Context: an optimization exercise on an open-source flow, tuned for a short achievable clock period and few clock cycles. The choices shown serve that exercise and are no tape-out recipe.
In this exercise RTL edits were held to simulation tests only and were not proved equivalent to the original.
Power figures rest on the tool's default switching activity, not on a simulated workload.

--- flow/run.sh ---
#!/bin/bash
# synth_recipe.tcl (not shown) runs the flow's synth.tcl, then flattens the netlist and writes it again
# the make line also repeats each setting of config.mk as NAME=value (left out here)
make -C /OpenROAD-flow-scripts/flow DESIGN_CONFIG=/design/flow/config.mk WORK_HOME=/design/flow/orfs CLKGATE_MAP_FILE= SYNTH_SCRIPT=/design/flow/synth_recipe.tcl finish
--- flow/config.mk ---
export PLATFORM = sky130hd
export DESIGN_NAME = core_top
export DESIGN_NICKNAME = core_top
export VERILOG_FILES = /design/flow/design.v
export SDC_FILE = /design/flow/constraint.sdc
export NUM_CORES = 4
export LEC_CHECK = 0
export ABC_CLOCK_PERIOD_IN_PS = 2000
export CAP_MARGIN = 20
export CORE_MARGIN = 2
export CORE_UTILIZATION = 30
export PLACE_DENSITY = 0.5
export SETUP_SLACK_MARGIN = 2.0
export SLEW_MARGIN = 20
export SYNTH_HIERARCHICAL = 1
export SYNTH_MINIMUM_KEEP_SIZE = 0
--- flow/constraint.sdc ---
create_clock -name core_clock -period 4.5 [get_ports {clock}]
set_input_delay 0.9000 -clock core_clock [delete_from_list [all_inputs] [get_ports {clock}]]
set_output_delay 0.9000 -clock core_clock [all_outputs]
set_load 0.01 [all_outputs]
--- flow/design.v ---
module core_top (
    input  logic        clock,
    input  logic        reset_ALUop_2_3,
    output logic [15:0] pc_addr,
    input  logic [15:0] inst,
    output logic [15:0] mem_addr,
    output logic [15:0] mem_write_data,
    output logic        mem_write,
    input  logic [15:0] mem_read_data
);
    logic [15:0] pc;
    logic [15:0] regs [1:7];    
    logic [1:0]  cls;
    logic [2:0]  ra, rb;
    logic [3:0]  funct;
    logic        is_ld, is_st, is_li, is_rop;
    logic        f_add, f_sub, f_and, f_or, f_xor, f_sll, f_srl, f_ok;
    logic        f_wr, f_ld;
    assign cls   = inst[15:14];
    assign ra    = inst[13:11];
    assign rb    = inst[10:8];
    assign funct = inst[7:4];
    assign is_ld  = (cls == 2'b00);
    assign is_st  = (cls == 2'b01);
    assign is_li  = (cls == 2'b10);
    assign is_rop = (cls == 2'b11);
    assign f_add = (funct == 4'd0);
    assign f_sub = (funct == 4'd1);
    assign f_and = (funct == 4'd2);
    assign f_or  = (funct == 4'd3);
    assign f_xor = (funct == 4'd4);
    assign f_sll = (funct == 4'd8);
    assign f_srl = (funct == 4'd9);
    assign f_ok  = f_add | f_sub | f_and | f_or | f_xor | f_sll | f_srl;
    assign f_wr = (is_li || (is_rop && f_ok)) && (rb != 3'd0);
    assign f_ld = is_ld && (ra != 3'd0);
    logic        d_wr, d_ld, d_st;
    logic [2:0]  d_ra, d_rb, d_dest;
    logic [15:0] d_imm;
    logic [3:0]  d_shamt;
    logic        d_li, d_rop, d_sub, d_add, d_and, d_or, d_xor, d_sll, d_srl;
    logic        d_fe_a, d_fe_b;    
    logic        d_fl_a, d_fl_b;    
    logic        d_fm_a, d_fm_b;    
    logic        e_wr, e_ld, e_st;
    logic [2:0]  e_dest;
    logic [15:0] e_b;           
    logic [15:0] e_x;           
    logic [15:0] e_s;           
    logic        e_fs;          
    logic        e_byp_b;       
    logic        e_byp_x;       
    logic        e_byp_s;       
    logic        e_sl_m, e_sl_b, e_sl_x, e_sl_2;  
    logic        e_inv;         
    logic [15:0] e_xn;          
    logic        e_and_m, e_and_b, e_and_x, e_or_m, e_or_b, e_or_x;
    logic        e_xor_m, e_xor_b, e_xor_x, e_andor_2, e_dbl_2;
    logic        e_sll_r, e_sll_d, e_srl_r, e_srl_d;
    logic [15:0] e_shoh;        
    logic        m_wr, m_ld;
    logic [2:0]  m_dest;
    logic [15:0] m_res;
    always_ff @(posedge clock or posedge reset_ALUop_2_3) begin
        if (reset_ALUop_2_3) begin
            pc     <= 16'd0;
            d_wr   <= 1'b0;
            d_ld   <= 1'b0;
            d_st   <= 1'b0;
            d_fe_a <= 1'b0;
            d_fe_b <= 1'b0;
            d_fl_a <= 1'b0;
            d_fl_b <= 1'b0;
            d_fm_a <= 1'b0;
            d_fm_b <= 1'b0;
        end else begin
            pc     <= pc + 16'd1;
            d_wr   <= f_wr;
            d_ld   <= f_ld;
            d_st   <= is_st;
            d_fe_a <= d_wr && (d_dest == ra);
            d_fe_b <= d_wr && (d_dest == rb);
            d_fl_a <= d_ld && (d_dest == ra);
            d_fl_b <= d_ld && (d_dest == rb);
            d_fm_a <= (e_wr || e_ld) && (e_dest == ra) && !((d_wr || d_ld) && (d_dest == ra));
            d_fm_b <= (e_wr || e_ld) && (e_dest == rb) && !((d_wr || d_ld) && (d_dest == rb));
        end
    end
    always_ff @(posedge clock) begin
        d_ra    <= ra;
        d_rb    <= rb;
        d_dest  <= is_ld ? ra : rb;
        d_imm   <= {{8{inst[7]}}, inst[7:0]};
        d_shamt <= inst[3:0];
        d_li    <= is_li;
        d_rop   <= is_rop;
        d_sub   <= is_rop && f_sub;
        d_add   <= !is_rop || f_add || f_sub;
        d_and   <= is_rop && f_and;
        d_or    <= is_rop && f_or;
        d_xor   <= is_rop && f_xor;
        d_sll   <= is_rop && f_sll;
        d_srl   <= is_rop && f_srl;
    end
    logic [15:0] m_val;         
    logic [15:0] rf_a, rf_b;
    logic [15:0] alt_a, alt_b;  
    assign m_val = m_ld ? mem_read_data : m_res;
    assign rf_a = (d_ra == 3'd0) ? 16'd0 : regs[d_ra];
    assign rf_b = (d_rb == 3'd0) ? 16'd0 : regs[d_rb];
    assign alt_a = d_fm_a ? m_val : rf_a;
    assign alt_b = d_fm_b ? m_val : rf_b;
    logic e_byp_b_d, e_byp_x_d;
    assign e_byp_b_d = d_fl_b && !d_li;
    assign e_byp_x_d = d_fl_a && d_rop;
    always_ff @(posedge clock or posedge reset_ALUop_2_3) begin
        if (reset_ALUop_2_3) begin
            e_wr    <= 1'b0;
            e_ld    <= 1'b0;
            e_st    <= 1'b0;
            e_byp_b <= 1'b0;
            e_byp_x <= 1'b0;
            e_byp_s <= 1'b0;
            e_fs    <= 1'b0;
            e_sl_m  <= 1'b0;
            e_sl_b  <= 1'b0;
            e_sl_x  <= 1'b0;
            e_sl_2  <= 1'b0;
        end else begin
            e_wr    <= d_wr;
            e_ld    <= d_ld;
            e_st    <= d_st;
            e_byp_b <= e_byp_b_d;
            e_byp_x <= e_byp_x_d;
            e_byp_s <= d_fl_a && d_st;
            e_fs    <= d_fe_a && d_st;
            e_sl_m  <= d_add && !e_byp_b_d && !e_byp_x_d;
            e_sl_b  <= d_add &&  e_byp_b_d && !e_byp_x_d;
            e_sl_x  <= d_add && !e_byp_b_d &&  e_byp_x_d;
            e_sl_2  <= d_add &&  e_byp_b_d &&  e_byp_x_d;
        end
    end
    always_ff @(posedge clock) begin
        e_dest  <= d_dest;
        e_inv   <= d_sub;
        e_and_m   <= d_and && !e_byp_b_d && !e_byp_x_d;
        e_and_b   <= d_and &&  e_byp_b_d && !e_byp_x_d;
        e_and_x   <= d_and && !e_byp_b_d &&  e_byp_x_d;
        e_or_m    <= d_or  && !e_byp_b_d && !e_byp_x_d;
        e_or_b    <= d_or  &&  e_byp_b_d && !e_byp_x_d;
        e_or_x    <= d_or  && !e_byp_b_d &&  e_byp_x_d;
        e_xor_m   <= d_xor && !e_byp_b_d && !e_byp_x_d;
        e_xor_b   <= d_xor &&  e_byp_b_d && !e_byp_x_d;
        e_xor_x   <= d_xor && !e_byp_b_d &&  e_byp_x_d;
        e_andor_2 <= (d_and || d_or) && e_byp_b_d && e_byp_x_d;
        e_dbl_2   <= d_add && !d_sub && e_byp_b_d && e_byp_x_d;
        e_sll_r   <= d_sll && !e_byp_b_d;
        e_sll_d   <= d_sll &&  e_byp_b_d;
        e_srl_r   <= d_srl && !e_byp_b_d;
        e_srl_d   <= d_srl &&  e_byp_b_d;
        for (int k = 0; k < 16; k++) e_shoh[k] <= (d_shamt == 4'(k));
    end
    logic [15:0] mrd;
    logic [15:0] p_m, p_b, p_x;
    assign mrd   = mem_read_data;
    logic [15:0] pn_m, gn_m, pn_b, gn_b, pn_x, gn_x;
    logic [15:0] cn_m, cn_b, cn_x;
    logic xn0_and, xn0_or;    
    assign xn0_and = e_xn[0] & e_inv;
    assign xn0_or  = e_xn[0] | e_inv;
    for (genvar i = 0; i < 16; i++) begin : gen_pg
        g_xnor2 u_pm (.a(e_b[i]), .b(e_x[i]), .y(pn_m[i]));
        g_nand2 u_gm (.a(e_b[i]), .b(e_x[i]), .y(gn_m[i]));
        g_xnor2 u_pb (.a(mrd[i]), .b(e_xn[i]), .y(pn_b[i]));
        if (i == 0) begin : ci
            g_mux2i u_gb (.s(mrd[0]), .a0(xn0_and), .a1(xn0_or), .y(gn_b[0]));
        end else begin : nc
            g_nand2 u_gb (.a(mrd[i]), .b(e_xn[i]), .y(gn_b[i]));
        end
        g_xnor2 u_px (.a(e_b[i]), .b(mrd[i]), .y(pn_x[i]));
        g_nand2 u_gx (.a(e_b[i]), .b(mrd[i]), .y(gn_x[i]));
    end
    ks_lane u_lane_m (.pn(pn_m), .gn(gn_m), .cn(cn_m));
    ks_lane u_lane_b (.pn(pn_b), .gn(gn_b), .cn(cn_b));
    ks_lane u_lane_x (.pn(pn_x), .gn(gn_x), .cn(cn_x));
    assign p_m = ~pn_m;
    assign p_b = ~pn_b;
    assign p_x = ~pn_x;
    function automatic [15:0] shl(input [15:0] v, input [15:0] oh);
        logic [15:0] q;
        q = 16'd0;
        for (int k = 0; k < 16; k++) q = q | ({16{oh[k]}} & (v << k));
        shl = q;
    endfunction
    function automatic [15:0] shr(input [15:0] v, input [15:0] oh);
        logic [15:0] q;
        q = 16'd0;
        for (int k = 0; k < 16; k++) q = q | ({16{oh[k]}} & (v >> k));
        shr = q;
    endfunction
    logic [15:0] rest;
    logic        lane_any;
    assign rest = ({16{e_and_m}} & ~gn_m) | ({16{e_and_b}} & ~gn_b) | ({16{e_and_x}} & ~gn_x) |
                  ({16{e_or_m}} & ~(pn_m & gn_m)) | ({16{e_or_b}} & ~(pn_b & gn_b)) |
                  ({16{e_or_x}} & ~(pn_x & gn_x)) |
                  ({16{e_xor_m}} & ~pn_m) | ({16{e_xor_b}} & ~pn_b) | ({16{e_xor_x}} & ~pn_x) |
                  ({16{e_andor_2}} & mrd) | ({16{e_dbl_2}} & {mrd[14:0], 1'b0}) |
                  ({16{e_sll_r}} & shl(e_b, e_shoh)) | ({16{e_sll_d}} & shl(mrd, e_shoh)) |
                  ({16{e_srl_r}} & shr(e_b, e_shoh)) | ({16{e_srl_d}} & shr(mrd, e_shoh));
    assign lane_any = e_sl_m | e_sl_b | e_sl_x;
    function automatic [111:0] hilo(
        input        fwd, input k, input [15:0] alt,
        input        sm, input sb, input sx, input any, input inv,
        input [15:0] pm, input [15:0] pb, input [15:0] px, input [15:0] rst);
        logic [15:0] e, tm, tb, tx;
        tm = pm ^ {16{inv ^ k}};
        tb = pb ^ {16{k}} ^ {15'd0, inv};    
        tx = px ^ {16{inv ^ k}};
        e  = {16{!fwd}} & alt;
        hilo = {({16{fwd & sm}} & ~tm) | e, ({16{fwd & sm}} & tm) | e,
                {16{fwd & sb}} & ~tb, {16{fwd & sb}} & tb,
                {16{fwd & sx}} & ~tx, {16{fwd & sx}} & tx,
                ~({16{fwd & !any}} & (rst ^ {16{k}}))};
    endfunction
    logic [111:0] hl_r, hl_b, hl_x, hl_xn;
    logic [15:0]  res, nb, nx, nxn;
    assign hl_r = hilo(1'b1, 1'b0, 16'd0, e_sl_m, e_sl_b, e_sl_x, lane_any, e_inv,
                       p_m, p_b, p_x, rest);
    assign hl_b = hilo(d_fe_b && !d_li, d_sub, d_li ? 16'd0 : (d_sub ? ~alt_b : alt_b),
                       e_sl_m, e_sl_b, e_sl_x, lane_any, e_inv, p_m, p_b, p_x, rest);
    assign hl_x = hilo(d_fe_a && d_rop, 1'b0, d_rop ? alt_a : d_imm,
                       e_sl_m, e_sl_b, e_sl_x, lane_any, e_inv, p_m, p_b, p_x, rest);
    assign hl_xn = hilo(d_fe_a && d_rop, d_sub, (d_rop ? alt_a : d_imm) ^ {16{d_sub}},
                        e_sl_m, e_sl_b, e_sl_x, lane_any, e_inv, p_m, p_b, p_x, rest);
    cmux16 u_res (.cn_m(cn_m), .cn_b(cn_b), .cn_x(cn_x), .hl(hl_r), .q(res));
    cmux16 u_nb  (.cn_m(cn_m), .cn_b(cn_b), .cn_x(cn_x), .hl(hl_b), .q(nb));
    cmux16 u_nx  (.cn_m(cn_m), .cn_b(cn_b), .cn_x(cn_x), .hl(hl_x), .q(nx));
    cmux16 u_nxn (.cn_m(cn_m), .cn_b(cn_b), .cn_x(cn_x), .hl(hl_xn), .q(nxn));
    always_ff @(posedge clock) begin
        e_b <= nb;
        e_x <= nx;
        e_xn <= nxn;
        e_s <= alt_a;
    end
    always_ff @(posedge clock or posedge reset_ALUop_2_3) begin
        if (reset_ALUop_2_3) begin
            mem_write <= 1'b0;
            m_wr      <= 1'b0;
            m_ld      <= 1'b0;
        end else begin
            mem_write <= e_st;
            m_wr      <= e_wr;
            m_ld      <= e_ld;
        end
    end
    always_ff @(posedge clock) begin
        m_dest         <= e_dest;
        m_res          <= res;
        mem_addr       <= res;
        mem_write_data <= e_fs ? m_res : (e_byp_s ? mrd : e_s);
    end
    always_ff @(posedge clock or posedge reset_ALUop_2_3) begin
        if (reset_ALUop_2_3) begin
            for (int i = 1; i < 8; i++) regs[i] <= 16'd0;
        end else begin
            for (int i = 1; i < 8; i++) begin
                if ((m_wr || m_ld) && (m_dest == 3'(i)))
                    regs[i] <= m_val;
            end
        end
    end
    assign pc_addr = pc;
endmodule
module g_inv (input logic a, output logic y);
    assign y = ~a;
endmodule
module g_nand2 (input logic a, input logic b, output logic y);
    assign y = ~(a & b);
endmodule
module g_nor2 (input logic a, input logic b, output logic y);
    assign y = ~(a | b);
endmodule
module g_xnor2 (input logic a, input logic b, output logic y);
    assign y = ~(a ^ b);
endmodule
module g_nand4 (input logic a, input logic b, input logic c, input logic d, output logic y);
    assign y = ~(a & b & c & d);
endmodule
module g_aoi21 (input logic a1, input logic a2, input logic b1, output logic y);
    assign y = ~((a1 & a2) | b1);
endmodule
module g_oai21 (input logic a1, input logic a2, input logic b1, output logic y);
    assign y = ~((a1 | a2) & b1);
endmodule
module g_mux2i (input logic s, input logic a0, input logic a1, output logic y);
    assign y = ~(s ? a1 : a0);
endmodule
module ks_lane (
    input  logic [15:0] pn,
    input  logic [15:0] gn,
    output logic [15:0] cn
);
    logic [15:0] g1, p1, g2n, p2n, g3, p3, g4n;
    g_inv u_g1_0 (.a(gn[0]), .y(g1[0]));
    for (genvar i = 1; i < 16; i++) begin : l1
        g_oai21 u_g (.a1(pn[i]), .a2(gn[i-1]), .b1(gn[i]), .y(g1[i]));
        if (i >= 2) begin : p
            g_nor2 u_p (.a(pn[i]), .b(pn[i-1]), .y(p1[i]));
        end
    end
    for (genvar i = 0; i < 16; i++) begin : l2
        if (i < 2) begin : pass
            g_inv u_g (.a(g1[i]), .y(g2n[i]));
        end else begin : node
            g_aoi21 u_g (.a1(p1[i]), .a2(g1[i-2]), .b1(g1[i]), .y(g2n[i]));
            if (i >= 4) begin : p
                g_nand2 u_p (.a(p1[i]), .b(p1[i-2]), .y(p2n[i]));
            end
        end
    end
    for (genvar i = 0; i < 16; i++) begin : l3
        if (i < 4) begin : pass
            g_inv u_g (.a(g2n[i]), .y(g3[i]));
        end else begin : node
            g_oai21 u_g (.a1(p2n[i]), .a2(g2n[i-4]), .b1(g2n[i]), .y(g3[i]));
            if (i >= 8) begin : p
                g_nor2 u_p (.a(p2n[i]), .b(p2n[i-4]), .y(p3[i]));
            end
        end
    end
    for (genvar i = 0; i < 15; i++) begin : l4
        if (i < 8) begin : pass
            g_inv u_g (.a(g3[i]), .y(g4n[i]));
        end else begin : node
            g_aoi21 u_g (.a1(p3[i]), .a2(g3[i-8]), .b1(g3[i]), .y(g4n[i]));
        end
    end
    assign cn = {g4n[14:0], 1'b1};
endmodule
module cmux16 (
    input  logic [15:0] cn_m,
    input  logic [15:0] cn_b,
    input  logic [15:0] cn_x,
    input  logic [111:0] hl,
    output logic [15:0] q
);
    logic [15:0] hi_m, lo_m, hi_b, lo_b, hi_x, lo_x, rn;
    logic [15:0] tm, tb, tx;
    assign {hi_m, lo_m, hi_b, lo_b, hi_x, lo_x, rn} = hl;
    assign q[0] = lo_m[0] | lo_b[0] | lo_x[0] | ~rn[0];
    for (genvar i = 1; i < 16; i++) begin : bit_
        g_mux2i u_m (.s(cn_m[i]), .a0(hi_m[i]), .a1(lo_m[i]), .y(tm[i]));
        g_mux2i u_b (.s(cn_b[i]), .a0(hi_b[i]), .a1(lo_b[i]), .y(tb[i]));
        g_mux2i u_x (.s(cn_x[i]), .a0(hi_x[i]), .a1(lo_x[i]), .y(tx[i]));
        g_nand4 u_q (.a(tm[i]), .b(tb[i]), .c(tx[i]), .d(rn[i]), .y(q[i]));
    end
endmodule
==> run_results.csv <==
group,metric,value,unit
status,outcome,"complete, no violations",
worst_setup_path,cp-start-kind,"flip-flop",
worst_setup_path,timing.rr.end,"e_x[11]$_DFF_P_",
pwr,power_density,581.6,mW/mm^2
die,start_util,30.37,%
die,dieArea,0.08734,mm^2
timing,period_needed,2.624,ns
finish,design_area,0.03269,mm^2
worst_setup_path,setup.worst_path.start,"d_ra[0]$_DFF_P_",
worst_setup_path,crit_type,"flip-flop to flip-flop",
placement,placed_cell_area,0.02796,mm^2
finish,fin_nets,3553,
cts,cts_tree,"yes",
timing,tightest_slew,1.304,ns
worst_hold_path,min_path_type,"flip-flop to flip-flop",
worst_setup_path,cp_cell_sequence,"buf_12 -> mux2_2 -> a221o_1 -> a21oi_2 -> o31a_1 -> buf_4 -> buf_4 -> o22ai_1 -> mux2i_1 -> nand4_1",
worst_setup_path,crit_required,4.93,ns
run,cap_violations,0,
global_routing,grt_use_met3,5.165,%
finish,syn_to_final_growth,28.22,%
global_routing,grtUsageTotal,26.32,%
cts,clock-sinks,308,
route,drtPass1Iterations,6,
placement,dp_hpwl,83.05,mm
timing,rsz0062_at_grt,"yes",
global_routing,grtUsageMet2,39.02,%
timing,fin_ws,1.876,ns
timing,fin_crit_sh,58.31,%
timing,fin_tns_setup,0,ns
worst_setup_path,endpoint_kind,"flip-flop",
worst_setup_path,r2r_cells,10,
yosys,netlist_area,0.02550,mm^2
cts,cts_max_level,2,
placement,numPortBuffers,82,
worst_hold_path,min_to,"mem_write$_DFF_PP0_",
global_routing,grt_pass1_wl,172.4,mm
worst_hold_path,worstHoldPathCells,0,
route,routed_wl,118.8,mm
cts,numCtsBuffers,41,
die,io_pins,83,
yosys,synth_nets,3419,
route,dr_total_vias,27416,
timing,slew_headroom,12.14,%
route,drc,0,
cts,cts_root_buffer,"clkbuf_16",
cts,cts_max_path_buffers,3,
die,fp.dieW,295.5,um
die,dieHeight,295.5,um
timing,fin_skew,0.05265,ns
finish,diodes,0,
placement,placed_cells,4441,
cts,postCtsHoldBufs,0,
timing,max_freq,0.3811,GHz
worst_hold_path,min_from,"e_st$_DFF_PP0_",
global_routing,antenna_found_initial,0,
global_routing,gr-total-overflow,0,
route,via_per_inst,5.852,
placement,finalWeightedCongestion,0.9911,
route,detail_route.wl_per_cell,25.36,um
pwr,leakage,13.68,nW
global_routing,grt_pass1_vias,25504,
placement,pre_cts_ws,0.3195,ns
route,postRouteAntennaNets,0,
pwr,peakVddDrop,0.3361,mV
global_routing,grt_util_met1,37.23,%
worst_setup_path,crit_buf_inv,3,
die,core_area,0.08395,mm^2
yosys,yosysWarnings,24,
worst_setup_path,worst-path-max-fanout,7,
worst_setup_path,critPathSlowestCell,"dfxtp_4",
worst_setup_path,rr_startpoint,"d_ra[0]$_DFF_P_",
global_routing,grt_max_degree,59,
timing,setup_viol,0,
worst_setup_path,rrSetupSlack,1.88,ns
timing,finalMaxSlewViolations,0,
worst_setup_path,cp_data_arrival_time,3.06,ns
finish,drive_above_1_share,20.50,%
global_routing,grt_most_used_layer,"met2",
finish,fin_cells,4685,
worst_setup_path,path_common_cell,"buf_4",
cts,clock_latency,0.60,ns
route,drtIter0Drc,3738,
worst_setup_path,cp_top_family,"compound AO/OA/AOI/OAI gates",
worst_setup_path,slowest_delay,0.37,ns
yosys,postSynthAreaPerCell,7.535,um^2
yosys,synthCells,3384,
cts,clkTransAtPathRegs,0.06,ns
die,std_cell_rows,106,
timing,hold_viol_final,0,
-- per-stage QoR --
| step | utilization (%) | hold WS (ns) | total power [mW] |
|---|---|---|---|
| after floorplan | - | 0.3290 | 10.81 |
| after global placement | 33.30 | 0.3341 | 13.93 |
| after detailed placement | 33.31 | 0.3364 | 13.94 |
| after CTS | 37.43 | 0.3731 | 18.19 |
| after global routing | 38.94 | 0.3862 | 19.92 |
| final | 38.94 | 0.3760 | 19.01 |
-- area by class of cell --
| type | instances | area (um^2) |
|---|---|---|
| Fill cell | 8588 | 51260 |
| Multi-Input combinational cell | 2693 | 18470 |
| Sequential cell | 308 | 7037 |
| Timing Repair Buffer | 405 | 4065 |
| Tap cell | 1134 | 1419 |
| Clock buffer | 59 | 1184 |
| Inverter | 69 | 284.0 |
| Clock inverter | 17 | 235.2 |
-- what timing repair did --
| action | 4_1_cts | 5_1_grt |
|---|---|---|
| gates resized for setup | 342 | 175 |
| buffers inserted | 95 | 63 |
| pin swaps | 49 | 86 |
| gates cloned | 6 | 3 |
| setup endpoints to repair | 88 | 64 |
-- flip-flops by register name, indices dropped and copies added (netlist names), 5 cells and up --
signal and count:
regs 112, e_b 16, e_s 16, e_shoh 16, e_x 16, e_xn 16, mem_addr 16, mem_write_data 16
pc 16, d_imm 5
-- how the worst max path moves through the flow --
stage | to | slack [ns] | cells after the start
after CTS | e_xn[14]$_DFF_P_ | 1.88 | 8
after detailed placement | e_xn[5]$_DFF_P_ | 0.32 | 11
after global routing | e_xn[14]$_DFF_P_ | 1.84 | 9
after floorplan | d_fe_a$_DFF_PP0_ | 1.74 | 1
after global placement | e_xn[5]$_DFF_P_ | 0.32 | 11
final | e_x[11]$_DFF_P_ | 1.88 | 10
-- worst register-to-register path, stage by stage, from the launching register on --
cell     delay [ns]
dfxtp_4        0.37
buf_12         0.15
mux2_2         0.35
a221o_1        0.33
a21oi_2        0.19
o31a_1         0.31
buf_4          0.17
buf_4          0.10
o22ai_1        0.07
mux2i_1        0.28
nand4_1        0.14
-- cell usage in the layout (no fill, tap or decap), types with 15 or more instances in the layout --
cell,n
nand2_1,439
a222oi_1,40
nand3_1,50
nor3_1,21
and3_1,41
dfxtp_1,113
and2_1,98
nand2b_1,41
o22ai_1,53
o21ai_1,96
a21oi_1,153
buf_6,37
nor2b_1,30
xor2_1,105
clkdlybuf4s50_1,55
dfxtp_4,25
mux2i_2,17
o21ai_0,103
inv_1,58
a21oi_2,58
buf_4,241
a22oi_1,130
xnor2_1,108
mux2i_1,268
xnor2_2,15
dfxtp_2,22
buf_12,36
nor2_1,384
clkbuf_16,44
dfrtp_1,143
nand4_1,114
xnor2_4,23
mux2_2,19
-- power breakdown --
| part | internal [mW] | leakage, nW | switching, mW |
|---|---|---|---|
| combinational | 4.44 | 9.94 | 6.43 |
| clock | 2.03 | 0.695 | 1.41 |
| sequential | 3.68 | 3.05 | 1.01 |
| total | 10.2 | 13.7 | 8.86 |
-- layer usage --
layer	part of all wire [%]	vias to the layer above
met2	42	1558
li1	-	12331
met1	43	13233
met5	0	-
met3	10	294
met4	4.6	0
Testbench counts, summed over its fixed seeds: cycles 19,680.

## separate check: timing with driven ports
The flow's constraints put no driver on any port. The routed layout listed below was extracted and timed again, unchanged, in two steps. Step 1 assumes that a clkbuf_16 drives the clock port and a buf_2 every other input. Step 2 moves the port delays by t, midway between the first and last clock arrival at a register: inputs arrive t later, outputs are due t later. That takes back most of the time a late clock gives input paths. a / b / c = ideal / step 1 / step 2; a / b = the first two.
shift t [ns]: 0.647
setup WS [ns]: 1.876 / 1.876 / 1.265
hold WS [ns]: 0.376 / 0.376 / 0.376
worst data-port slew with drivers (ns): 0.09
After both steps this run still meets setup and hold. For this run, drivers alone change the setup slack by 0.000 ns; drivers and shift together by -0.611 ns.
